Context: an optimization exercise on an open-source flow, tuned for small area and a short achievable clock period. The choices shown serve that exercise and are no tape-out recipe.
At most, simulation tests tie the RTL to the original design; equivalence was not proved.
Power is estimated from default activity; no workload was simulated.

==> inputs of trial 16 <==
==> flow/design.v <==
package wavp_pkg;
    localparam logic [2:0] ST_PARSING    = 3'd0;
    localparam logic [2:0] ST_OK         = 3'd1;
    localparam logic [2:0] ST_NOT_WAVE   = 3'd2;
    localparam logic [2:0] ST_MISSING    = 3'd3;
    localparam logic [2:0] ST_BAD_FORMAT = 3'd4;
    localparam logic [2:0] ST_TRUNCATED  = 3'd5;
    localparam int OUT_BITS = 8 + 3 + 32;
    localparam int OUT_TDATA_W = ((OUT_BITS + 7) / 8) * 8;
endpackage
module wav_riff_header_parser (
    input  logic                             aclk,
    input  logic                             aresetn,
    input  logic                             s_axis_tvalid,
    output logic                             s_axis_tready,
    input  logic [7:0]                       s_axis_tdata,    
    input  logic                             s_axis_tlast,    
    output logic                             m_axis_tvalid,
    input  logic                             m_axis_tready,
    output logic [wavp_pkg::OUT_TDATA_W-1:0] m_axis_tdata,
    output logic                             m_axis_tuser     
);
    localparam logic [2:0] P_HDR  = 3'd0;
    localparam logic [2:0] P_CHDR = 3'd1;
    localparam logic [2:0] P_FMT  = 3'd2;
    localparam logic [2:0] P_DATA = 3'd3;
    localparam logic [2:0] P_SKIP = 3'd4;
    localparam logic [2:0] P_PAD  = 3'd5;
    localparam logic [2:0] P_DONE = 3'd6;
    localparam logic [2:0] P_ERR  = 3'd7;
    logic [2:0]  ph, ph_n;
    logic [5:0]  pos, pos_n, pos_inc;
    logic [31:0] cnt, cnt_n, borrow;
    logic        f1, f1_n;
    logic        f2, f2_n;
    logic        fgood, fgood_n;   
    logic        sfmt, sfmt_n;
    logic        sdata, sdata_n;
    logic        m_valid_reg;
    logic        m_user_reg;
    logic [7:0]  m_byte_reg;
    logic [2:0]  m_stat_reg;
    logic [31:0] m_dlen_reg;
    logic        accept;
    logic        hdr_done;
    logic        chunk_end;
    logic        dload;
    logic        audio;
    logic [31:0] L;
    logic [7:0]  b;
    logic        m_hdr, m_tf, m_td, m_fmt;
    logic [2:0]  verdict;
    logic        v_notwave, v_trunc, v_fin;
    logic        hdr_last, lzero, cnt_one, pos_39;
    assign hdr_last = pos[3] && pos[1:0] == 2'd3;        
    assign lzero    = (L == 32'd0);
    assign cnt_one  = (cnt == 32'd1);
    assign pos_39   = pos[5] && (pos[4] || pos[3] || pos[2:0] == 3'd7);
    assign s_axis_tready = !m_valid_reg || m_axis_tready;
    assign accept        = s_axis_tvalid && s_axis_tready;
    assign b             = s_axis_tdata;
    assign pos_inc       = pos + 6'd1;
    always_comb begin
        borrow[0] = 1'b1;
        for (int i = 1; i < 32; i++) begin
            borrow[i] = borrow[i-1] && !cnt[i-1];
        end
    end
    assign L             = {b, cnt[31:8]};
    always_comb begin
        case ({pos[3], pos[1:0]})
            3'd0:       m_hdr = (b == 8'h52);   
            3'd1:       m_hdr = (b == 8'h49);   
            3'd2, 3'd3: m_hdr = (b == 8'h46);   
            3'd4:       m_hdr = (b == 8'h57);   
            3'd5:       m_hdr = (b == 8'h41);   
            3'd6:       m_hdr = (b == 8'h56);   
            default:    m_hdr = (b == 8'h45);   
        endcase
        case (pos[1:0])
            2'd0:    begin m_tf = (b == 8'h66); m_td = (b == 8'h64); end
            2'd1:    begin m_tf = (b == 8'h6D); m_td = (b == 8'h61); end
            2'd2:    begin m_tf = (b == 8'h74); m_td = (b == 8'h74); end
            default: begin m_tf = (b == 8'h20); m_td = (b == 8'h61); end
        endcase
        case (pos[3:0])
            4'd0:    m_fmt = (b == 8'h01);
            4'd2:    m_fmt = (b == 8'h02);
            4'd4:    m_fmt = (b == 8'h44);
            4'd5:    m_fmt = (b == 8'hAC);
            4'd14:   m_fmt = (b == 8'h10);
            4'd1, 4'd3, 4'd6, 4'd7, 4'd15: m_fmt = (b == 8'h00);
            default: m_fmt = 1'b1;
        endcase
    end
    always_comb begin
        ph_n      = ph;
        pos_n     = pos;
        f1_n      = f1;
        f2_n      = f2;
        fgood_n   = fgood;
        sfmt_n    = sfmt;
        sdata_n   = sdata;
        hdr_done  = 1'b0;
        chunk_end = 1'b0;
        dload     = 1'b0;
        audio     = 1'b0;
        case (ph)
            P_HDR: begin
                f1_n  = (f1 || pos == 6'd0) && (pos[2] || m_hdr);
                pos_n = pos_inc;
                if (hdr_last) begin
                    ph_n  = f1_n ? P_CHDR : P_ERR;
                    pos_n = '0;
                end
            end
            P_CHDR: begin
                if (!pos[2]) begin
                    f1_n = (f1 || pos[1:0] == 2'd0) && m_tf;
                    f2_n = (f2 || pos[1:0] == 2'd0) && m_td;
                end
                pos_n = pos_inc;
                if (pos[2:0] == 3'd7) begin
                    hdr_done = 1'b1;
                end
            end
            P_FMT: begin
                if (f1 && !pos[5] && !pos[4]) begin
                    fgood_n = (fgood || pos[3:0] == 4'd0) && m_fmt;
                end
                if (f1 && pos == 6'd15) begin
                    sfmt_n = 1'b1;
                end
                if (!(pos[5] && (pos[4] || pos[3]))) begin
                    pos_n = pos_inc;
                end
                if (cnt_one) begin
                    chunk_end = 1'b1;
                end
            end
            P_DATA: begin
                audio = 1'b1;
                if (cnt_one) begin
                    chunk_end = 1'b1;
                end
            end
            P_SKIP: begin
                if (cnt_one) begin
                    chunk_end = 1'b1;
                end
            end
            P_PAD: begin
                ph_n  = P_CHDR;
                pos_n = '0;
            end
            default: ;
        endcase
        if (hdr_done) begin
            pos_n = '0;
            f1_n  = |L[31:4];
            f2_n  = L[0];
            if (f1) begin
                ph_n = P_FMT;
            end else if (f2 && !sdata) begin
                sdata_n = 1'b1;
                dload   = 1'b1;
                ph_n    = P_DATA;
            end else begin
                ph_n = P_SKIP;
            end
            if (lzero) begin
                chunk_end = 1'b1;
            end
        end
        if (chunk_end) begin
            if (sfmt_n && sdata_n) begin
                ph_n = P_DONE;
            end else if (f2_n) begin
                ph_n = P_PAD;
            end else begin
                ph_n = P_CHDR;
            end
            pos_n = '0;
        end
        v_notwave = (ph == P_ERR) || (ph == P_HDR && hdr_last && !f1_n);
        v_trunc   = (ph == P_HDR && !hdr_last) ||
                    (ph == P_CHDR && pos[2:0] == 3'd7 && !lzero && (f1 || (f2 && !sdata))) ||
                    (ph == P_FMT && !(cnt_one || (f1 && pos_39))) ||
                    (ph == P_DATA && !cnt_one);
        v_fin     = (ph == P_DONE) ||
                    (ph == P_CHDR && pos[2:0] == 3'd7 && lzero && !f1 && f2 && !sdata && sfmt) ||
                    (ph == P_FMT && sdata && sfmt_n) ||
                    (ph == P_DATA && sfmt);
        if (v_notwave) begin
            verdict = wavp_pkg::ST_NOT_WAVE;
        end else if (v_trunc) begin
            verdict = wavp_pkg::ST_TRUNCATED;
        end else if (v_fin) begin
            verdict = fgood_n ? wavp_pkg::ST_OK : wavp_pkg::ST_BAD_FORMAT;
        end else begin
            verdict = wavp_pkg::ST_MISSING;
        end
    end
    logic take, keep, take_st, keep_st;
    assign take    = accept;
    assign keep    = !accept;
    assign take_st = accept && aresetn && !s_axis_tlast;   
    assign keep_st = aresetn && !accept;
    assign cnt_n = (accept && ph == P_CHDR) ? L : (cnt ^ ({32{accept}} & borrow));
    always_ff @(posedge aclk) begin
        ph    <= ({3{take_st}} & ph_n)  | ({3{keep_st}} & ph);
        pos   <= ({6{take_st}} & pos_n) | ({6{keep_st}} & pos);
        sfmt  <= (take_st & sfmt_n)     | (keep_st & sfmt);
        sdata <= (take_st & sdata_n)    | (keep_st & sdata);
    end
    always_ff @(posedge aclk) begin
        cnt   <= cnt_n;
        f1    <= (take & f1_n)    | (keep & f1);
        f2    <= (take & f2_n)    | (keep & f2);
        fgood <= (take & fgood_n) | (keep & fgood);
    end
    always_ff @(posedge aclk) begin
        if (!aresetn) begin
            m_valid_reg <= 1'b0;
        end else if (accept) begin
            m_valid_reg <= 1'b1;
        end else if (m_axis_tready) begin
            m_valid_reg <= 1'b0;
        end
    end
    logic take_audio, take_last, take_dlen, keep_dlen;
    assign take_audio = accept && audio;
    assign take_last  = accept && s_axis_tlast;
    assign take_dlen  = accept && dload;
    assign keep_dlen  = !accept || sdata;
    always_ff @(posedge aclk) begin
        m_user_reg <= take_audio | (keep & m_user_reg);
        m_byte_reg <= ({8{take_audio}} & b) | ({8{keep}} & m_byte_reg);
        m_stat_reg <= ({3{take_last}} & verdict) | ({3{keep}} & m_stat_reg);
        m_dlen_reg <= ({32{take_dlen}} & L) | ({32{keep_dlen}} & m_dlen_reg);
    end
    assign m_axis_tvalid = m_valid_reg;
    assign m_axis_tdata  = {{(wavp_pkg::OUT_TDATA_W - wavp_pkg::OUT_BITS){1'b0}},
                            m_dlen_reg, m_stat_reg, m_byte_reg};
    assign m_axis_tuser  = m_user_reg;
endmodule
==> flow/flow/run.sh <==
#!/bin/bash
set -euo pipefail
bash standard.sh BUFFER_PORTS_ARGS="-buffer_cell sky130_fd_sc_hd__buf_1" finish > standard_flow.log 2>&1
==> flow/standard.sh <==
#!/bin/bash
# synth_recipe.tcl (not shown) runs the flow's synth.tcl, then flattens the netlist and writes it again
# the make line also repeats each setting of config.mk as NAME=value (left out here)
make -C /OpenROAD-flow-scripts/flow DESIGN_CONFIG=/design/flow/config.mk WORK_HOME=/design/flow/orfs CLKGATE_MAP_FILE= SYNTH_SCRIPT=/design/flow/synth_recipe.tcl "${@:-finish}"
==> flow/config.mk <==
export PLATFORM = sky130hd
export DESIGN_NAME = wav_riff_header_parser
export DESIGN_NICKNAME = wav_riff_header_parser
export VERILOG_FILES = /design/flow/design.v
export SDC_FILE = /design/flow/constraint.sdc
export NUM_CORES = 4
export LEC_CHECK = 0
export CAP_MARGIN = 20
export CORE_MARGIN = 2
export CORE_UTILIZATION = 40
export CTS_BUF_LIST = sky130_fd_sc_hd__clkbuf_8
export CTS_CLUSTER_DIAMETER = 100
export CTS_CLUSTER_SIZE = 30
export SETUP_SLACK_MARGIN = 3.6
export SLEW_MARGIN = 20
==> flow/constraint.sdc <==
create_clock -name core_clock -period 6.5 [get_ports {aclk}]
set_input_delay 1.3000 -clock core_clock [delete_from_list [all_inputs] [get_ports {aclk}]]
set_output_delay 1.3000 -clock core_clock [all_outputs]
set_load 0.01 [all_outputs]
==> build 81: changes against trial 16 <==
--- a/flow/design.v
+++ b/flow/design.v
@@ -30,7 +30,7 @@
     localparam logic [2:0] P_ERR  = 3'd7;
     logic [2:0]  ph, ph_n;
     logic [5:0]  pos, pos_n, pos_inc;
-    logic [31:0] cnt, cnt_n, borrow;
+    logic [31:0] cnt, cnt_n, cnt_dec;
     logic        f1, f1_n;
     logic        f2, f2_n;
     logic        fgood, fgood_n;   
@@ -60,12 +60,7 @@
     assign accept        = s_axis_tvalid && s_axis_tready;
     assign b             = s_axis_tdata;
     assign pos_inc       = pos + 6'd1;
-    always_comb begin
-        borrow[0] = 1'b1;
-        for (int i = 1; i < 32; i++) begin
-            borrow[i] = borrow[i-1] && !cnt[i-1];
-        end
-    end
+    assign cnt_dec       = cnt - 32'd1;
     assign L             = {b, cnt[31:8]};
     always_comb begin
         case ({pos[3], pos[1:0]})
@@ -206,7 +201,7 @@
     assign keep    = !accept;
     assign take_st = accept && aresetn && !s_axis_tlast;   
     assign keep_st = aresetn && !accept;
-    assign cnt_n = (accept && ph == P_CHDR) ? L : (cnt ^ ({32{accept}} & borrow));
+    assign cnt_n = (accept && ph == P_CHDR) ? L : (cnt - {31'd0, accept});
     always_ff @(posedge aclk) begin
         ph    <= ({3{take_st}} & ph_n)  | ({3{keep_st}} & ph);
         pos   <= ({6{take_st}} & pos_n) | ({6{keep_st}} & pos);
--- a/flow/config.mk
+++ b/flow/config.mk
@@ -9,7 +9,6 @@
 export CORE_MARGIN = 2
 export CORE_UTILIZATION = 40
 export CTS_BUF_LIST = sky130_fd_sc_hd__clkbuf_8
-export CTS_CLUSTER_DIAMETER = 100
-export CTS_CLUSTER_SIZE = 30
-export SETUP_SLACK_MARGIN = 3.6
+export SETUP_SLACK_MARGIN = 3.75
 export SLEW_MARGIN = 20
+export TNS_END_PERCENT = 2
==> build 44: changes against trial 16 <==
--- a/flow/design.v
+++ b/flow/design.v
@@ -30,7 +30,7 @@
     localparam logic [2:0] P_ERR  = 3'd7;
     logic [2:0]  ph, ph_n;
     logic [5:0]  pos, pos_n, pos_inc;
-    logic [31:0] cnt, cnt_n, borrow;
+    logic [31:0] cnt, cnt_n, cnt_dec;
     logic        f1, f1_n;
     logic        f2, f2_n;
     logic        fgood, fgood_n;   
@@ -49,23 +49,12 @@
     logic [31:0] L;
     logic [7:0]  b;
     logic        m_hdr, m_tf, m_td, m_fmt;
-    logic [2:0]  verdict;
-    logic        v_notwave, v_trunc, v_fin;
-    logic        hdr_last, lzero, cnt_one, pos_39;
-    assign hdr_last = pos[3] && pos[1:0] == 2'd3;        
-    assign lzero    = (L == 32'd0);
-    assign cnt_one  = (cnt == 32'd1);
-    assign pos_39   = pos[5] && (pos[4] || pos[3] || pos[2:0] == 3'd7);
+    logic [2:0]  verdict, ok_bad;
     assign s_axis_tready = !m_valid_reg || m_axis_tready;
     assign accept        = s_axis_tvalid && s_axis_tready;
     assign b             = s_axis_tdata;
     assign pos_inc       = pos + 6'd1;
-    always_comb begin
-        borrow[0] = 1'b1;
-        for (int i = 1; i < 32; i++) begin
-            borrow[i] = borrow[i-1] && !cnt[i-1];
-        end
-    end
+    assign cnt_dec       = cnt - 32'd1;
     assign L             = {b, cnt[31:8]};
     always_comb begin
         case ({pos[3], pos[1:0]})
@@ -109,7 +98,7 @@
             P_HDR: begin
                 f1_n  = (f1 || pos == 6'd0) && (pos[2] || m_hdr);
                 pos_n = pos_inc;
-                if (hdr_last) begin
+                if (pos[3] && pos[1:0] == 2'd3) begin
                     ph_n  = f1_n ? P_CHDR : P_ERR;
                     pos_n = '0;
                 end
@@ -134,18 +123,18 @@
                 if (!(pos[5] && (pos[4] || pos[3]))) begin
                     pos_n = pos_inc;
                 end
-                if (cnt_one) begin
+                if (cnt == 32'd1) begin
                     chunk_end = 1'b1;
                 end
             end
             P_DATA: begin
                 audio = 1'b1;
-                if (cnt_one) begin
+                if (cnt == 32'd1) begin
                     chunk_end = 1'b1;
                 end
             end
             P_SKIP: begin
-                if (cnt_one) begin
+                if (cnt == 32'd1) begin
                     chunk_end = 1'b1;
                 end
             end
@@ -168,7 +157,7 @@
             end else begin
                 ph_n = P_SKIP;
             end
-            if (lzero) begin
+            if (L == 32'd0) begin
                 chunk_end = 1'b1;
             end
         end
@@ -182,31 +171,51 @@
             end
             pos_n = '0;
         end
-        v_notwave = (ph == P_ERR) || (ph == P_HDR && hdr_last && !f1_n);
-        v_trunc   = (ph == P_HDR && !hdr_last) ||
-                    (ph == P_CHDR && pos[2:0] == 3'd7 && !lzero && (f1 || (f2 && !sdata))) ||
-                    (ph == P_FMT && !(cnt_one || (f1 && pos_39))) ||
-                    (ph == P_DATA && !cnt_one);
-        v_fin     = (ph == P_DONE) ||
-                    (ph == P_CHDR && pos[2:0] == 3'd7 && lzero && !f1 && f2 && !sdata && sfmt) ||
-                    (ph == P_FMT && sdata && sfmt_n) ||
-                    (ph == P_DATA && sfmt);
-        if (v_notwave) begin
-            verdict = wavp_pkg::ST_NOT_WAVE;
-        end else if (v_trunc) begin
-            verdict = wavp_pkg::ST_TRUNCATED;
-        end else if (v_fin) begin
-            verdict = fgood_n ? wavp_pkg::ST_OK : wavp_pkg::ST_BAD_FORMAT;
-        end else begin
-            verdict = wavp_pkg::ST_MISSING;
-        end
+        ok_bad = fgood_n ? wavp_pkg::ST_OK : wavp_pkg::ST_BAD_FORMAT;
+        case (ph)
+            P_HDR: begin
+                if (pos[3] && pos[1:0] == 2'd3) begin
+                    verdict = f1_n ? wavp_pkg::ST_MISSING : wavp_pkg::ST_NOT_WAVE;
+                end else begin
+                    verdict = wavp_pkg::ST_TRUNCATED;
+                end
+            end
+            P_CHDR: begin
+                if (pos[2:0] != 3'd7) begin
+                    verdict = wavp_pkg::ST_MISSING;
+                end else if (L == 32'd0) begin
+                    verdict = (!f1 && f2 && !sdata && sfmt) ? ok_bad : wavp_pkg::ST_MISSING;
+                end else if (f1 || (f2 && !sdata)) begin
+                    verdict = wavp_pkg::ST_TRUNCATED;
+                end else begin
+                    verdict = wavp_pkg::ST_MISSING;
+                end
+            end
+            P_FMT: begin
+                if (cnt == 32'd1 || (f1 && pos[5] && (pos[4] || pos[3] || pos[2:0] == 3'd7))) begin
+                    verdict = (sfmt_n && sdata) ? ok_bad : wavp_pkg::ST_MISSING;
+                end else begin
+                    verdict = wavp_pkg::ST_TRUNCATED;
+                end
+            end
+            P_DATA: begin
+                if (cnt == 32'd1) begin
+                    verdict = sfmt ? ok_bad : wavp_pkg::ST_MISSING;
+                end else begin
+                    verdict = wavp_pkg::ST_TRUNCATED;
+                end
+            end
+            P_DONE:  verdict = ok_bad;
+            P_ERR:   verdict = wavp_pkg::ST_NOT_WAVE;
+            default: verdict = wavp_pkg::ST_MISSING;
+        endcase
     end
     logic take, keep, take_st, keep_st;
     assign take    = accept;
     assign keep    = !accept;
     assign take_st = accept && aresetn && !s_axis_tlast;   
     assign keep_st = aresetn && !accept;
-    assign cnt_n = (accept && ph == P_CHDR) ? L : (cnt ^ ({32{accept}} & borrow));
+    assign cnt_n = (accept && ph == P_CHDR) ? L : (cnt - {31'd0, accept});
     always_ff @(posedge aclk) begin
         ph    <= ({3{take_st}} & ph_n)  | ({3{keep_st}} & ph);
         pos   <= ({6{take_st}} & pos_n) | ({6{keep_st}} & pos);
==> flow/flow/run.sh (replaced) <==
#!/bin/bash
set -euo pipefail
RES=$PWD/orfs/results/$FLOW_PLATFORM/wav_riff_header_parser/base
bash standard.sh "$RES/1_2_yosys.v" > synth_standard.log 2>&1
cp "$RES/1_2_yosys.v" "$RES/1_2_yosys_standard.v"
DU=$(sed -n '/DONT_USE_CELLS/,/^$/p' $FLOW_HOME/platforms/$FLOW_PLATFORM/config.mk | grep -o "sky130_fd_sc_hd__[a-z0-9_]*" | sed 's/^/-dont_use /' | tr '\n' ' ')
IN="$RES/1_2_yosys_standard.v" OUT="$RES/1_2_yosys_remap.v" ABCSCRIPT=$PWD/flow/area.abc DONTUSE="$DU" \
  yosys -c flow/remap.tcl > remap.log 2>&1
cp "$RES/1_2_yosys_remap.v" "$RES/1_2_yosys.v"
bash standard.sh BUFFER_PORTS_ARGS="-buffer_cell sky130_fd_sc_hd__buf_1" finish > standard_flow.log 2>&1
==> flow/flow/area.abc (new file) <==
strash
balance; rewrite; refactor; balance; rewrite; rewrite -z; balance; refactor -z; rewrite -z; balance
dch -f
amap
topo
==> flow/flow/remap.tcl (new file) <==
# Map the combinational logic of the standard synthesis netlist again.
# Flip-flops and tie cells stay black boxes, so they keep name and cell type.
yosys -import
set lib $::env(FLOW_HOME)/platforms/sky130hd/lib/sky130_fd_sc_hd__tt_025C_1v80.lib
read_liberty -ignore_miss_func $lib
foreach m {sky130_fd_sc_hd__dfxtp_1 sky130_fd_sc_hd__dfxtp_2 sky130_fd_sc_hd__dfxtp_4
           sky130_fd_sc_hd__edfxtp_1 sky130_fd_sc_hd__dfrtp_1 sky130_fd_sc_hd__dfstp_1
           sky130_fd_sc_hd__conb_1} {
  catch {blackbox $m}
}
read_verilog $::env(IN)
hierarchy -top wav_riff_header_parser
flatten
# wires inside the flattened cells get internal names, so ports and the
# standard netlist's net names are the ones kept
yosys rename -hide w:*.*
opt_clean -purge
stat -liberty $lib
abc -liberty $lib -script $::env(ABCSCRIPT) {*}$::env(DONTUSE)
opt_clean -purge
setundef -zero
splitnets
opt_clean -purge
hilomap -hicell sky130_fd_sc_hd__conb_1 HI -locell sky130_fd_sc_hd__conb_1 LO
opt_clean -purge
insbuf -buf sky130_fd_sc_hd__buf_1 A X
opt_clean -purge
stat -liberty $lib
write_verilog -noattr -nohex -nodec $::env(OUT)
# read the result back against the cell library and check it
design -reset
read_liberty -lib $lib
read_verilog $::env(OUT)
hierarchy -check -top wav_riff_header_parser
check -assert
stat -liberty $lib
--- a/flow/config.mk
+++ b/flow/config.mk
@@ -8,8 +8,5 @@
 export CAP_MARGIN = 20
 export CORE_MARGIN = 2
 export CORE_UTILIZATION = 40
-export CTS_BUF_LIST = sky130_fd_sc_hd__clkbuf_8
-export CTS_CLUSTER_DIAMETER = 100
-export CTS_CLUSTER_SIZE = 30
 export SETUP_SLACK_MARGIN = 3.6
 export SLEW_MARGIN = 20
==> build 17: changes against trial 16 <==
--- a/flow/design.v
+++ b/flow/design.v
@@ -30,7 +30,7 @@
     localparam logic [2:0] P_ERR  = 3'd7;
     logic [2:0]  ph, ph_n;
     logic [5:0]  pos, pos_n, pos_inc;
-    logic [31:0] cnt, cnt_n, borrow;
+    logic [31:0] cnt, cnt_n, cnt_dec;
     logic        f1, f1_n;
     logic        f2, f2_n;
     logic        fgood, fgood_n;   
@@ -60,12 +60,7 @@
     assign accept        = s_axis_tvalid && s_axis_tready;
     assign b             = s_axis_tdata;
     assign pos_inc       = pos + 6'd1;
-    always_comb begin
-        borrow[0] = 1'b1;
-        for (int i = 1; i < 32; i++) begin
-            borrow[i] = borrow[i-1] && !cnt[i-1];
-        end
-    end
+    assign cnt_dec       = cnt - 32'd1;
     assign L             = {b, cnt[31:8]};
     always_comb begin
         case ({pos[3], pos[1:0]})
@@ -206,7 +201,7 @@
     assign keep    = !accept;
     assign take_st = accept && aresetn && !s_axis_tlast;   
     assign keep_st = aresetn && !accept;
-    assign cnt_n = (accept && ph == P_CHDR) ? L : (cnt ^ ({32{accept}} & borrow));
+    assign cnt_n = (accept && ph == P_CHDR) ? L : (cnt - {31'd0, accept});
     always_ff @(posedge aclk) begin
         ph    <= ({3{take_st}} & ph_n)  | ({3{keep_st}} & ph);
         pos   <= ({6{take_st}} & pos_n) | ({6{keep_st}} & pos);
--- a/flow/config.mk
+++ b/flow/config.mk
@@ -8,8 +8,5 @@
 export CAP_MARGIN = 20
 export CORE_MARGIN = 2
 export CORE_UTILIZATION = 40
-export CTS_BUF_LIST = sky130_fd_sc_hd__clkbuf_8
-export CTS_CLUSTER_DIAMETER = 100
-export CTS_CLUSTER_SIZE = 30
 export SETUP_SLACK_MARGIN = 3.6
 export SLEW_MARGIN = 20
==> qor summary <==
quantity	build 17	trial 16	build 81	build 44
Non-clock buffer area fraction after layout	0.0653	0.0519	0.0577	0.103
Share of layout cells above drive strength 1	0.136	0.106	0.0973	0.199
Most numerous cell in the Yosys netlist	sky130_fd_sc_hd__dfxtp_1	sky130_fd_sc_hd__dfxtp_1	sky130_fd_sc_hd__dfxtp_1	-
WP data arrival	1.67 ns	1.64 ns	1.67 ns	1.76 ns
HPWL after detailed placement	8.24 mm	8.67 mm	8.34 mm	9.15 mm
Initial Util	0.410	0.413	0.410	0.411
Taps Inserted	143	143	143	136
Sum of routed wire segments on met1	5.56 mm	5.92 mm	5.60 mm	6.00 mm
Post-Place Cells	713	715	714	730
Leakage power	2.12 nW	1.94 nW	2.02 nW	1.98 nW
First-pass GRT wire length	19.8 mm	20.9 mm	19.3 mm	21.7 mm
Final WL	12.1 mm	12.7 mm	12.0 mm	13.8 mm
Int Pwr	1.12 mW	951 uW	1.01 mW	961 uW
Power share of the sequential group	0.474	0.515	0.515	0.505
Clock network share of area	0.0499	0.0404	0.0371	0.0357
Status	no timing/DRC/antenna violations	no timing/DRC/antenna violations	no timing/DRC/antenna violations	no timing/DRC/antenna violations
Most frequently used flop master after synthesis	sky130_fd_sc_hd__dfxtp_1	sky130_fd_sc_hd__dfxtp_1	sky130_fd_sc_hd__dfxtp_1	-
Mapped Area	4680 um2	4760 um2	4680 um2	4240 um2
Clock network fraction of total power	0.292	0.309	0.253	0.271
Overall die area	12600 um2	12800 um2	12600 um2	11400 um2
Length of routed met2 wiring	5.71 mm	5.99 mm	5.63 mm	6.48 mm
Largest stage delay on the critical path	0.16 ns	0.15 ns	0.17 ns	0.14 ns
Mean cell area of the mapped netlist	8.58 um2	8.65 um2	8.58 um2	7.96 um2
Highest achievable clock rate	0.337 GHz	0.341 GHz	0.337 GHz	0.327 GHz
Clock root buffer	sky130_fd_sc_hd__clkbuf_16	sky130_fd_sc_hd__clkbuf_8	sky130_fd_sc_hd__clkbuf_8	sky130_fd_sc_hd__clkbuf_8
Function not checked in build 81, build 44 and build 17: the RTL went through the layout flow alone.

==> separate check: timing with driven ports <==
No port has a modelled driver above. Below, the same layouts with a new extraction and two added sets of constraints. Step 1 (the two cells are an assumption about what drives the block):
set clk [get_ports {aclk}]
set_driving_cell -lib_cell sky130_fd_sc_hd__clkbuf_16 $clk
set_driving_cell -lib_cell sky130_fd_sc_hd__buf_2 [delete_from_list [all_inputs] $clk]
Step 2 times the ports against the registers' clock, not the clock port: input delays grow and output delays shrink by t, the midpoint of the rising clock arrivals with the driver on. a / b / c = ideal / step 1 / step 2; a / b = the first two.
run | t, ns | slack for setup (ns) | worst setup path after step 2 | worst slew at a driven data input, ns | pins driven straight from the clock port
trial 16 | 0.410 | 3.565 / 3.541 / 3.312 | input to register | 0.03 | 1
build 81 | 0.409 | 3.529 / 3.508 / 3.247 | input to register | 0.03 | 1
build 44 | 0.405 | 3.440 / 3.409 / 3.133 | input to register | 0.04 | 1
build 17 | 0.389 | 3.529 / 3.507 / 3.281 | input to register | 0.03 | 1
After both steps setup and hold are still met in every run listed. The setup slack of build 44, which loses most, moves by -0.031 ns with the drivers and by -0.307 ns with both steps.
